This is an optimization exercise on Yosys and OpenROAD, whose aim is a short achievable clock period and few clock cycles, not a production implementation. Function was checked by simulation only, so behaviour that the tests miss may differ from the original. Power figures rest on the tool's default switching activity, not on a simulated workload.

**flow/config.mk**
```make
export PLATFORM = sky130hd
export DESIGN_NAME = legv8Top
export DESIGN_NICKNAME = legv8Top
export VERILOG_FILES = /design/flow/design.v
export SDC_FILE = /design/flow/constraint.sdc
export NUM_CORES = 8
export LEC_CHECK = 0
export CAP_MARGIN = 20
export CORE_MARGIN = 2
export CORE_UTILIZATION = 30
export SLEW_MARGIN = 20
```
**flow/constraint.sdc**
```tcl
create_clock -name core_clock -period 15.0 [get_ports {clk}]
set_input_delay 3.0000 -clock core_clock [delete_from_list [all_inputs] [get_ports {clk}]]
set_output_delay 3.0000 -clock core_clock [all_outputs]
set_load 0.01 [all_outputs]
```
**flow/design.v**
```verilog
`timescale 1ns/1ps
package legv8Pkg;
    typedef enum logic [2:0] {
        aluPassB = 3'b000,
        aluAdd   = 3'b010,
        aluSub   = 3'b011
    } aluOp_t;
    typedef enum logic [1:0] {
        brNone  = 2'b00,
        brPcRel = 2'b01,
        brReg   = 2'b10
    } brSel_t;
    typedef enum logic [1:0] {
        srcReg   = 2'b00,
        srcImm12 = 2'b01,
        srcImm9  = 2'b10
    } aluSrc_t;
    typedef enum logic [1:0] {
        wbAlu  = 2'b00,
        wbMem  = 2'b01,
        wbLink = 2'b10
    } wbSel_t;
    typedef struct packed {
        aluOp_t  aluOp;
        aluSrc_t aluSrc;
        wbSel_t  memToReg;
        brSel_t  brTaken;
        logic    reg2Loc;    
        logic    reg2Write;  
        logic    regWrite;
        logic    memWrite;
        logic    memRead;
        logic    uncondBr;   
        logic    flagWrite;
    } ctrlSig_t;
    typedef struct packed {
        logic negative;
        logic zero;
        logic overflow;
        logic carry;
    } aluFlags_t;
    typedef struct packed {
        logic                   cyc;
        logic                   stb;
        logic                   we;
        logic [64-1:0] adr;
        logic [64-1:0] datW;
    } wbReq_t;
    typedef struct packed {
        logic                   ack;
        logic [64-1:0] datR;
    } wbRsp_t;
endpackage
`timescale 1ns/1ps
module controlSignal
(
    input  logic [31:0] instr,
    input  logic        aluZero,
    input  logic        bltTaken,
    output legv8Pkg::ctrlSig_t    ctrl
);
    always_comb begin
        ctrl = '0;
        casez (instr[31:21])
            11'b000101?????: begin  
                ctrl.brTaken  = legv8Pkg::brPcRel;
                ctrl.uncondBr = 1'b1;
            end
            11'b01010100???: begin  
                ctrl.brTaken = bltTaken ? legv8Pkg::brPcRel : legv8Pkg::brNone;  
            end
            11'b100101?????: begin  
                ctrl.brTaken   = legv8Pkg::brPcRel;
                ctrl.uncondBr  = 1'b1;
                ctrl.regWrite  = 1'b1;
                ctrl.reg2Write = 1'b1;
                ctrl.memToReg  = legv8Pkg::wbLink;
            end
            11'b11010110000: begin  
                ctrl.brTaken = legv8Pkg::brReg;  
            end
            11'b10110100???: begin  
                ctrl.aluOp   = legv8Pkg::aluPassB;
                ctrl.reg2Loc = 1'b0;
                ctrl.brTaken = aluZero ? legv8Pkg::brPcRel : legv8Pkg::brNone;
            end
            11'b10010001000: begin  
                ctrl.aluOp    = legv8Pkg::aluAdd;
                ctrl.aluSrc   = legv8Pkg::srcImm12;
                ctrl.regWrite = 1'b1;
            end
            11'b10101011000: begin  
                ctrl.aluOp     = legv8Pkg::aluAdd;
                ctrl.reg2Loc   = 1'b1;
                ctrl.regWrite  = 1'b1;
                ctrl.flagWrite = 1'b1;
            end
            11'b11101011000: begin  
                ctrl.aluOp     = legv8Pkg::aluSub;
                ctrl.reg2Loc   = 1'b1;
                ctrl.regWrite  = 1'b1;
                ctrl.flagWrite = 1'b1;
            end
            11'b11111000010: begin  
                ctrl.aluOp    = legv8Pkg::aluAdd;
                ctrl.aluSrc   = legv8Pkg::srcImm9;
                ctrl.memRead  = 1'b1;
                ctrl.regWrite = 1'b1;
                ctrl.memToReg = legv8Pkg::wbMem;
            end
            11'b11111000000: begin  
                ctrl.aluOp    = legv8Pkg::aluAdd;
                ctrl.aluSrc   = legv8Pkg::srcImm9;
                ctrl.reg2Loc  = 1'b0;    
                ctrl.memWrite = 1'b1;
            end
            default: begin
                ctrl.brTaken = legv8Pkg::brNone;
            end
        endcase
    end
endmodule
`timescale 1ns/1ps
module regFile (
    input  logic                      clk,
    input  logic                      rstN,
    input  logic [5-1:0] rdIdxA,
    input  logic [5-1:0] rdIdxB,
    input  logic [5-1:0] wrIdx,
    input  logic                      wrEn,
    input  logic [64-1:0]    wrData,
    output logic [64-1:0]    rdDataA,
    output logic [64-1:0]    rdDataB
);
    localparam logic [5-1:0] zeroIdx = 5'(32 - 1);
    logic [64-1:0] regs [32];
    always_ff @(posedge clk or negedge rstN) begin
        if (!rstN) begin
            for (int i = 0; i < 32; i++) begin
                regs[i] <= '0;
            end
        end else if (wrEn && (wrIdx != zeroIdx)) begin
            regs[wrIdx] <= wrData;  
        end
    end
    assign rdDataA = regs[rdIdxA];
    assign rdDataB = regs[rdIdxB];
endmodule
`timescale 1ns/1ps
module aluUnit
(
    input  logic [64-1:0] opA,
    input  logic [64-1:0] opB,
    input  legv8Pkg::aluOp_t                 aluOp,
    output logic [64-1:0] result,
    output legv8Pkg::aluFlags_t              flags
);
    localparam int msb = 64 - 1;
    logic [64-1:0] opBEff;
    logic                   carryIn;
    logic [64:0]   sum;
    assign carryIn = (aluOp == legv8Pkg::aluSub);
    assign opBEff  = carryIn ? ~opB : opB;
    assign sum     = {1'b0, opA} + {1'b0, opBEff} + {{64{1'b0}}, carryIn};
    always_comb begin
        case (aluOp)
            legv8Pkg::aluAdd, legv8Pkg::aluSub: begin
                result         = sum[msb:0];
                flags.carry    = sum[64];  
                flags.overflow = (opA[msb] == opBEff[msb]) && (sum[msb] != opA[msb]);
            end
            default: begin
                result         = opB;
                flags.carry    = 1'b0;
                flags.overflow = 1'b0;
            end
        endcase
        flags.negative = result[msb];
        flags.zero     = (result == '0);
    end
endmodule
`timescale 1ns/1ps
module dataBusMaster
(
    input  logic                   clk,
    input  logic                   rstN,
    input  logic                   start,
    input  logic                   write,
    input  logic [64-1:0] addr,
    input  logic [64-1:0] wrData,
    output legv8Pkg::wbReq_t                 wbReq,
    input  legv8Pkg::wbRsp_t                 wbRsp,
    output logic                   busy,
    output logic                   done,
    output logic [64-1:0] rdData
);
    typedef enum logic [1:0] {
        stIdle,
        stActive
    } busState_t;
    busState_t              state;
    logic                   cyc;
    logic                   stb;
    logic                   we;
    logic [64-1:0] adrQ;
    logic [64-1:0] datWQ;
    always_ff @(posedge clk or negedge rstN) begin
        if (!rstN) begin
            state <= stIdle;
            cyc   <= 1'b0;
            stb   <= 1'b0;
            we    <= 1'b0;
        end else begin
            case (state)
                stIdle: begin
                    if (start) begin
                        state <= stActive;
                        cyc   <= 1'b1;
                        stb   <= 1'b1;
                        we    <= write;
                    end
                end
                stActive: begin
                    if (wbRsp.ack) begin
                        state <= stIdle;
                        cyc   <= 1'b0;
                        stb   <= 1'b0;
                        we    <= 1'b0;
                    end
                end
                default:  state <= stIdle;
            endcase
        end
    end
    always_ff @(posedge clk) begin
        if ((state == stIdle) && start) begin
            adrQ  <= addr;
            datWQ <= wrData;
        end
    end
    assign wbReq = {cyc, stb, we, adrQ, datWQ};
    assign busy   = (state == stActive) ? !wbRsp.ack : start;
    assign done   = (state == stActive) && wbRsp.ack;
    assign rdData = wbRsp.datR;
endmodule
`timescale 1ns/1ps
module legv8Cpu
(
    input  logic                   clk,
    input  logic                   rstN,
    output logic [64-1:0] instrAddr,
    input  logic [31:0]            instr,
    output legv8Pkg::wbReq_t                 wbReq,
    input  legv8Pkg::wbRsp_t                 wbRsp
);
    logic [64-1:0]    pc;
    logic [64-1:0]    pcPlus4;
    logic [64-1:0]    brOffset;
    logic [64-1:0]    nextPc;
    logic [64-1:0]    imm12Ext;
    logic [64-1:0]    imm9Ext;
    legv8Pkg::ctrlSig_t                  ctrl;
    legv8Pkg::aluFlags_t                 aluFlags;
    legv8Pkg::aluFlags_t                 flagReg;
    logic                      bltTaken;
    logic [5-1:0] rdIdxB;
    logic [5-1:0] wrIdx;
    logic                      regWrEn;
    logic [64-1:0]    wrData;
    logic [64-1:0]    rdDataA;
    logic [64-1:0]    rdDataB;
    logic [64-1:0]    aluOpB;
    logic [64-1:0]    aluResult;
    logic                      memStart;
    logic                      busBusy;
    logic                      busDone;
    logic [64-1:0]    busRdData;
    assign instrAddr = pc;
    assign pcPlus4   = pc + 64'(4);
    assign imm12Ext = {{(64-12){1'b0}}, instr[21:10]};
    assign imm9Ext  = {{(64-9){instr[20]}}, instr[20:12]};
    assign brOffset = ctrl.uncondBr ? {{(64-28){instr[25]}}, instr[25:0], 2'b00}
                                    : {{(64-21){instr[23]}}, instr[23:5], 2'b00};
    always_comb begin
        case (ctrl.brTaken)
            legv8Pkg::brPcRel: nextPc = pc + brOffset;
            legv8Pkg::brReg:   nextPc = rdDataA;
            default: nextPc = pcPlus4;
        endcase
    end
    always_ff @(posedge clk or negedge rstN) begin
        if (!rstN) begin
            pc <= '0;
        end else if (!busBusy) begin
            pc <= nextPc;  
        end
    end
    assign bltTaken = flagReg.negative ^ flagReg.overflow;
    always_ff @(posedge clk or negedge rstN) begin
        if (!rstN) begin
            flagReg <= '0;
        end else if (ctrl.flagWrite) begin
            flagReg <= aluFlags;
        end
    end
    controlSignal controlSignal_i (
        .instr    (instr),
        .aluZero  (aluFlags.zero),
        .bltTaken (bltTaken),
        .ctrl     (ctrl)
    );
    assign rdIdxB = ctrl.reg2Loc ? instr[20:16] : instr[4:0];
    assign wrIdx  = ctrl.reg2Write ? 5'(30) : instr[4:0];
    always_comb begin
        case (ctrl.memToReg)
            legv8Pkg::wbMem:   wrData = busRdData;
            legv8Pkg::wbLink:  wrData = pcPlus4;
            default: wrData = aluResult;
        endcase
    end
    assign regWrEn = ctrl.regWrite && (!memStart || busDone);
    regFile regFile_i (
        .clk     (clk),
        .rstN    (rstN),
        .rdIdxA  (instr[9:5]),
        .rdIdxB  (rdIdxB),
        .wrIdx   (wrIdx),
        .wrEn    (regWrEn),
        .wrData  (wrData),
        .rdDataA (rdDataA),
        .rdDataB (rdDataB)
    );
    always_comb begin
        case (ctrl.aluSrc)
            legv8Pkg::srcImm12: aluOpB = imm12Ext;
            legv8Pkg::srcImm9:  aluOpB = imm9Ext;
            default:  aluOpB = rdDataB;
        endcase
    end
    aluUnit aluUnit_i (
        .opA    (rdDataA),
        .opB    (aluOpB),
        .aluOp  (ctrl.aluOp),
        .result (aluResult),
        .flags  (aluFlags)
    );
    assign memStart = ctrl.memRead || ctrl.memWrite;
    dataBusMaster dataBusMaster_i (
        .clk    (clk),
        .rstN   (rstN),
        .start  (memStart),
        .write  (ctrl.memWrite),
        .addr   (aluResult),
        .wrData (rdDataB),
        .wbReq  (wbReq),
        .wbRsp  (wbRsp),
        .busy   (busBusy),
        .done   (busDone),
        .rdData (busRdData)
    );
endmodule
`timescale 1ns/1ps
module legv8Top (
    input  logic                   clk,
    input  logic                   rstN,
    output logic [64-1:0] instrAddr,
    input  logic [31:0]            instr,
    output logic                   wbCyc,
    output logic                   wbStb,
    output logic                   wbWe,
    output logic [64-1:0] wbAdr,
    output logic [64-1:0] wbDatW,
    input  logic                   wbAck,
    input  logic [64-1:0] wbDatR
);
    legv8Pkg::wbReq_t wbReq;
    legv8Pkg::wbRsp_t wbRsp;
    assign wbRsp = {wbAck, wbDatR};
    assign {wbCyc, wbStb, wbWe, wbAdr, wbDatW} = wbReq;
    legv8Cpu legv8Cpu_i (
        .clk       (clk),
        .rstN      (rstN),
        .instrAddr (instrAddr),
        .instr     (instr),
        .wbReq     (wbReq),
        .wbRsp     (wbRsp)
    );
endmodule
```
**flow/run.sh**
```bash
#!/bin/bash
# synth_recipe.tcl (not shown) runs the flow's synth.tcl, then flattens the netlist and writes it again
# the make line also repeats each setting of config.mk as NAME=value (left out here)
make -C /OpenROAD-flow-scripts/flow DESIGN_CONFIG=/design/flow/config.mk WORK_HOME=/design/flow/orfs CLKGATE_MAP_FILE= SYNTH_SCRIPT=/design/flow/synth_recipe.tcl finish
```
==> flow_summary.toml <==
[synthesis]
synth_nets = 12925
synth_top_family_by_area = "compound AO/OA/AOI/OAI gates"
synth_mux_area_frac = 0.00934
avgSynthCellArea_um2 = 9.17
synth-simple-area-share = 0.133
synth_compound_area_frac = 0.293
synth_cell_type_count = 104
synth-seq-area-share = 0.488
netlist_instances = 12694
ys.flop_type = "dfrtp_1"
synth-xor-area-share = 0.0175
synthAdderAreaFrac = 0.0143
synth_edf_count = 128
synth_area_um2 = 116000
ys_ff_latch = 2244
ys_warn_count = 6
ys_async_sr_fraction = 0.943

[global_route]
antenna_found_initial = 56
grt_max_degree = 169
grt.total_usage = 0.333
grt_util_met2 = 0.468
met1_usage = 0.408
grt.busiest_layer = "met2"
grt_pass1_vias = 110038
grtUsageMet3 = 0.148
overflow = 0
grt_pass1_wl_um = 923000

[timing]
relSlewSlack = 0.0932
setup_tns_ns = 0
fin_skew_ns = 0.103
finalMaxSlewViolations = 0
setup_violations = 0
worstMarginPinSlew_ns = 1.36
hold_viol_final = 0
rsz0062_at_grt = "false"
fin_crit_ns = 14.14
fmax_ghz = 0.0707
period_share = 0.943

[critical_path]
worst-r2r-cell-count = 31
reg2reg_from = "legv8Cpu_i.regFile_i.regs[25][4]"
cp-start-kind = "input pin"
critPathMostFrequentCell = "nand4_1"
crit_arrival_ns = 14.95
r2r_setup_slack_ns = 5.21
cp_top_family = "simple AND/OR/NAND/NOR gates"
cp-end-kind = "flip-flop"
worstPathMaxFanout = 92
critical_path.max_stage_delay_ns = 1.16
critical_path_buf_inv_count = 4
slowest_stage = "nor4_1"
rr_endpoint = "legv8Cpu_i.pc[9]"
path_depth = 35
crit_required_ns = 15.81
critical_path_class = "in2reg"

[place]
placed_cell_area_um2 = 126000
dp_hpwl_um = 428000
place_congestion = 1.04
port_buffers = 293

[clock_tree]
clkTransAtPathRegs_ns = 0.06
cts_hold_buf = 0
clkLatencyLatePin_ns = 0.99
cts_sinks = 2244
cts_tree = "yes"
clk_path_buf_depth = 4
cts-resized-gates = 0
cts_root_buf = "clkbuf_16"
postCtsSetupRepairBufs = 0
numCtsBuffers = 238
h-tree-depth = 4

[power_and_ir_drop]
cellLeakagePower_nw = 55.3
irDropWorstVdd_mv = 0.0951
powerDensity_nw_per_um2 = 109

[flow_run]
cap_viol_max_count = 0

[cells_and_area]
layout_common_cells = "nand2_1 (2,320), o21ai_0 (2,136), dfrtp_1 (2,116), a221oi_1 (745), a22o_1 (638)"
drive_gt1_frac = 0.0944
num-fill-cells = 39339
layout_commonest_cell = "nand2_1"
syn2layout_area_growth_pct = 15.6
fin_nets = 12645
final_cell_area_um2 = 135000

[route]
drt-wirelength-per-cell_um = 38.1
ant_nets = 0
drt_iter0_drc = 20452
vias_per_cell = 6.66
dr.pass1.iters = 15
vias = 118700
finalWirelength_um = 679000
drc = 0

[floorplan]
die_w_um = 627
die_h_um = 627
coreArea_um2 = 386000
floorplan.initialDensity = 0.301
pin_count = 294
dieArea_um2 = 393000
num_rows = 228

[min_path]
min_from = "legv8Cpu_i.regFile_i.regs[31][63]"
hold_depth = 0
hold_class = "reg2reg"
holdPathEnd = "legv8Cpu_i.regFile_i.regs[31][63]"

[outcome]
status = "no timing/DRC/antenna violations"
==> synth_stat cells, types with 35 or more instances <==
cell type,instances,area [um^2]
ha_1,130,1630
xor2_1,52,455
buf_1,99,372
nand2_1,2353,8830
a221o_1,71,711
a221oi_1,745,6530
a222oi_1,75,751
o21a_1,35,263
inv_1,76,285
nor4_1,48,300
xnor2_1,180,1580
clkbuf_1,1169,4390
edfxtp_1,128,3840
nor2b_1,50,313
mux2i_1,40,400
a22o_1,638,5590
mux2_2,61,687
a21o_1,102,766
a22oi_1,443,3330
a21oi_1,319,1600
a31oi_1,55,344
o21ai_0,2200,11000
nor3_1,110,551
nor2_1,289,1080
and3_1,35,219
nand3_1,162,811
dfrtp_1,2116,53000
nand4_1,298,1860
o22a_1,89,780
==> worst max path at each step <==
| stage | slack, ns | from | end |
|---|---|---|---|
| finish | 0.86 | instr[25] | legv8Cpu_i.pc[9] |
| global route | 0.99 | instr[25] | legv8Cpu_i.pc[52] |
| CTS | 1.44 | instr[25] | legv8Cpu_i.pc[52] |
| detailed placement | 0.50 | instr[25] | legv8Cpu_i.pc[52] |
| global placement | 0.61 | instr[25] | legv8Cpu_i.pc[3] |
| floorplan | 3.39 | instr[23] | legv8Cpu_i.pc[56] |
==> flip-flops by register name (all words and copies together), names as in the netlist <==
name / flops
legv8Cpu_i.dataBusMaster_i.we: 1
legv8Cpu_i.pc: 64
legv8Cpu_i.dataBusMaster_i.cyc: 1
legv8Cpu_i.regFile_i.regs: 2048
legv8Cpu_i.dataBusMaster_i.datWQ: 64
legv8Cpu_i.flagReg: 2
legv8Cpu_i.dataBusMaster_i.adrQ: 64
==> stage by stage <==
step	total power, W	instances	worst slack (ns)	hold slack, ns	util
floorplan	0.00726	12694	3.39	0.444	-
global placement	0.00816	17343	0.609	0.386	0.326
detailed placement	0.00815	17346	0.502	0.390	0.326
CTS	0.0145	17784	1.44	0.404	0.348
global route	0.0149	17792	0.992	0.415	0.348
finish	0.0146	17834	0.856	0.402	0.348
==> where the power goes <==
part	internal (W)	switching (W)	total, W
clock	0.00369	0.00279	0.00648
combinational	0.000537	0.00122	0.00176
sequential	0.00618	0.000184	0.00637
total	0.0104	0.00419	0.0146
==> metal layers <==
metal / up-vias / part of all wire
met5: - / 0.0012
met4: 53 / 0.086
met3: 3434 / 0.16
met2: 10801 / 0.40
met1: 57587 / 0.36
li1: 46825 / -
==> logic make-up after synthesis <==
logic type | Yosys count
adder cells (fa/ha/maj) | 132
AND/OR/NAND/NOR | 3553
flip-flops | 2244
multiplexers | 101
buffers and inverters | 1374
AO/OA/AOI/OAI | 5058
XOR/XNOR | 232
==> worst register-to-register path, delay by kind of cell (launching register included) <==
kind                       cells  cell delay, ns
xor gates and xnor gates       2            0.25
and+or+nand+nor                9            2.30
buffers and inverters          2            0.37
AOI/OAI and AO/OA             15            4.94
adders and majority gates      2            0.72
muxes                          1            0.63
DFF                            1            0.48
==> area by class of cell <==
cell class	instances	area, um^2	share of cell area
well taps	5175	6470	0.0481
flip-flops and latches	2244	56800	0.422
inverters	78	295	0.00220
diodes	47	118	0.000874
clock inverters	117	1460	0.0109
multi-input cells	9076	55500	0.412
clock buffers	321	6890	0.0512
repair buffers	776	7010	0.0521
Testbench counts, summed over its fixed seeds: cycles 166,146.

re-timing with driven ports:
In the flow no input, the clock included, has a driving cell. The finished layout below was timed again as built, in two steps.
Step 1, drivers: a clkbuf_16 drives clk and a buf_2 each remaining input, both assumed.
Step 2 adds t to the input delays and takes it off the output delays; t is the mean of the earliest and latest rising clock arrival at the registers after step 1. Input paths then give back, and output paths get back, about the clock's delay inside the block.
a / b / c = ideal ports / drivers / drivers and shift; a / b = the first two.
shift t [ns]: 1.049
slack for setup (ns): 0.856 / 0.929 / -0.120
pins driven straight from the clock port: 1
With both steps, setup timing fails in this run, where it was met with ideal ports. The setup slack of this run moves by +0.073 ns with the drivers and by -0.976 ns with both steps.
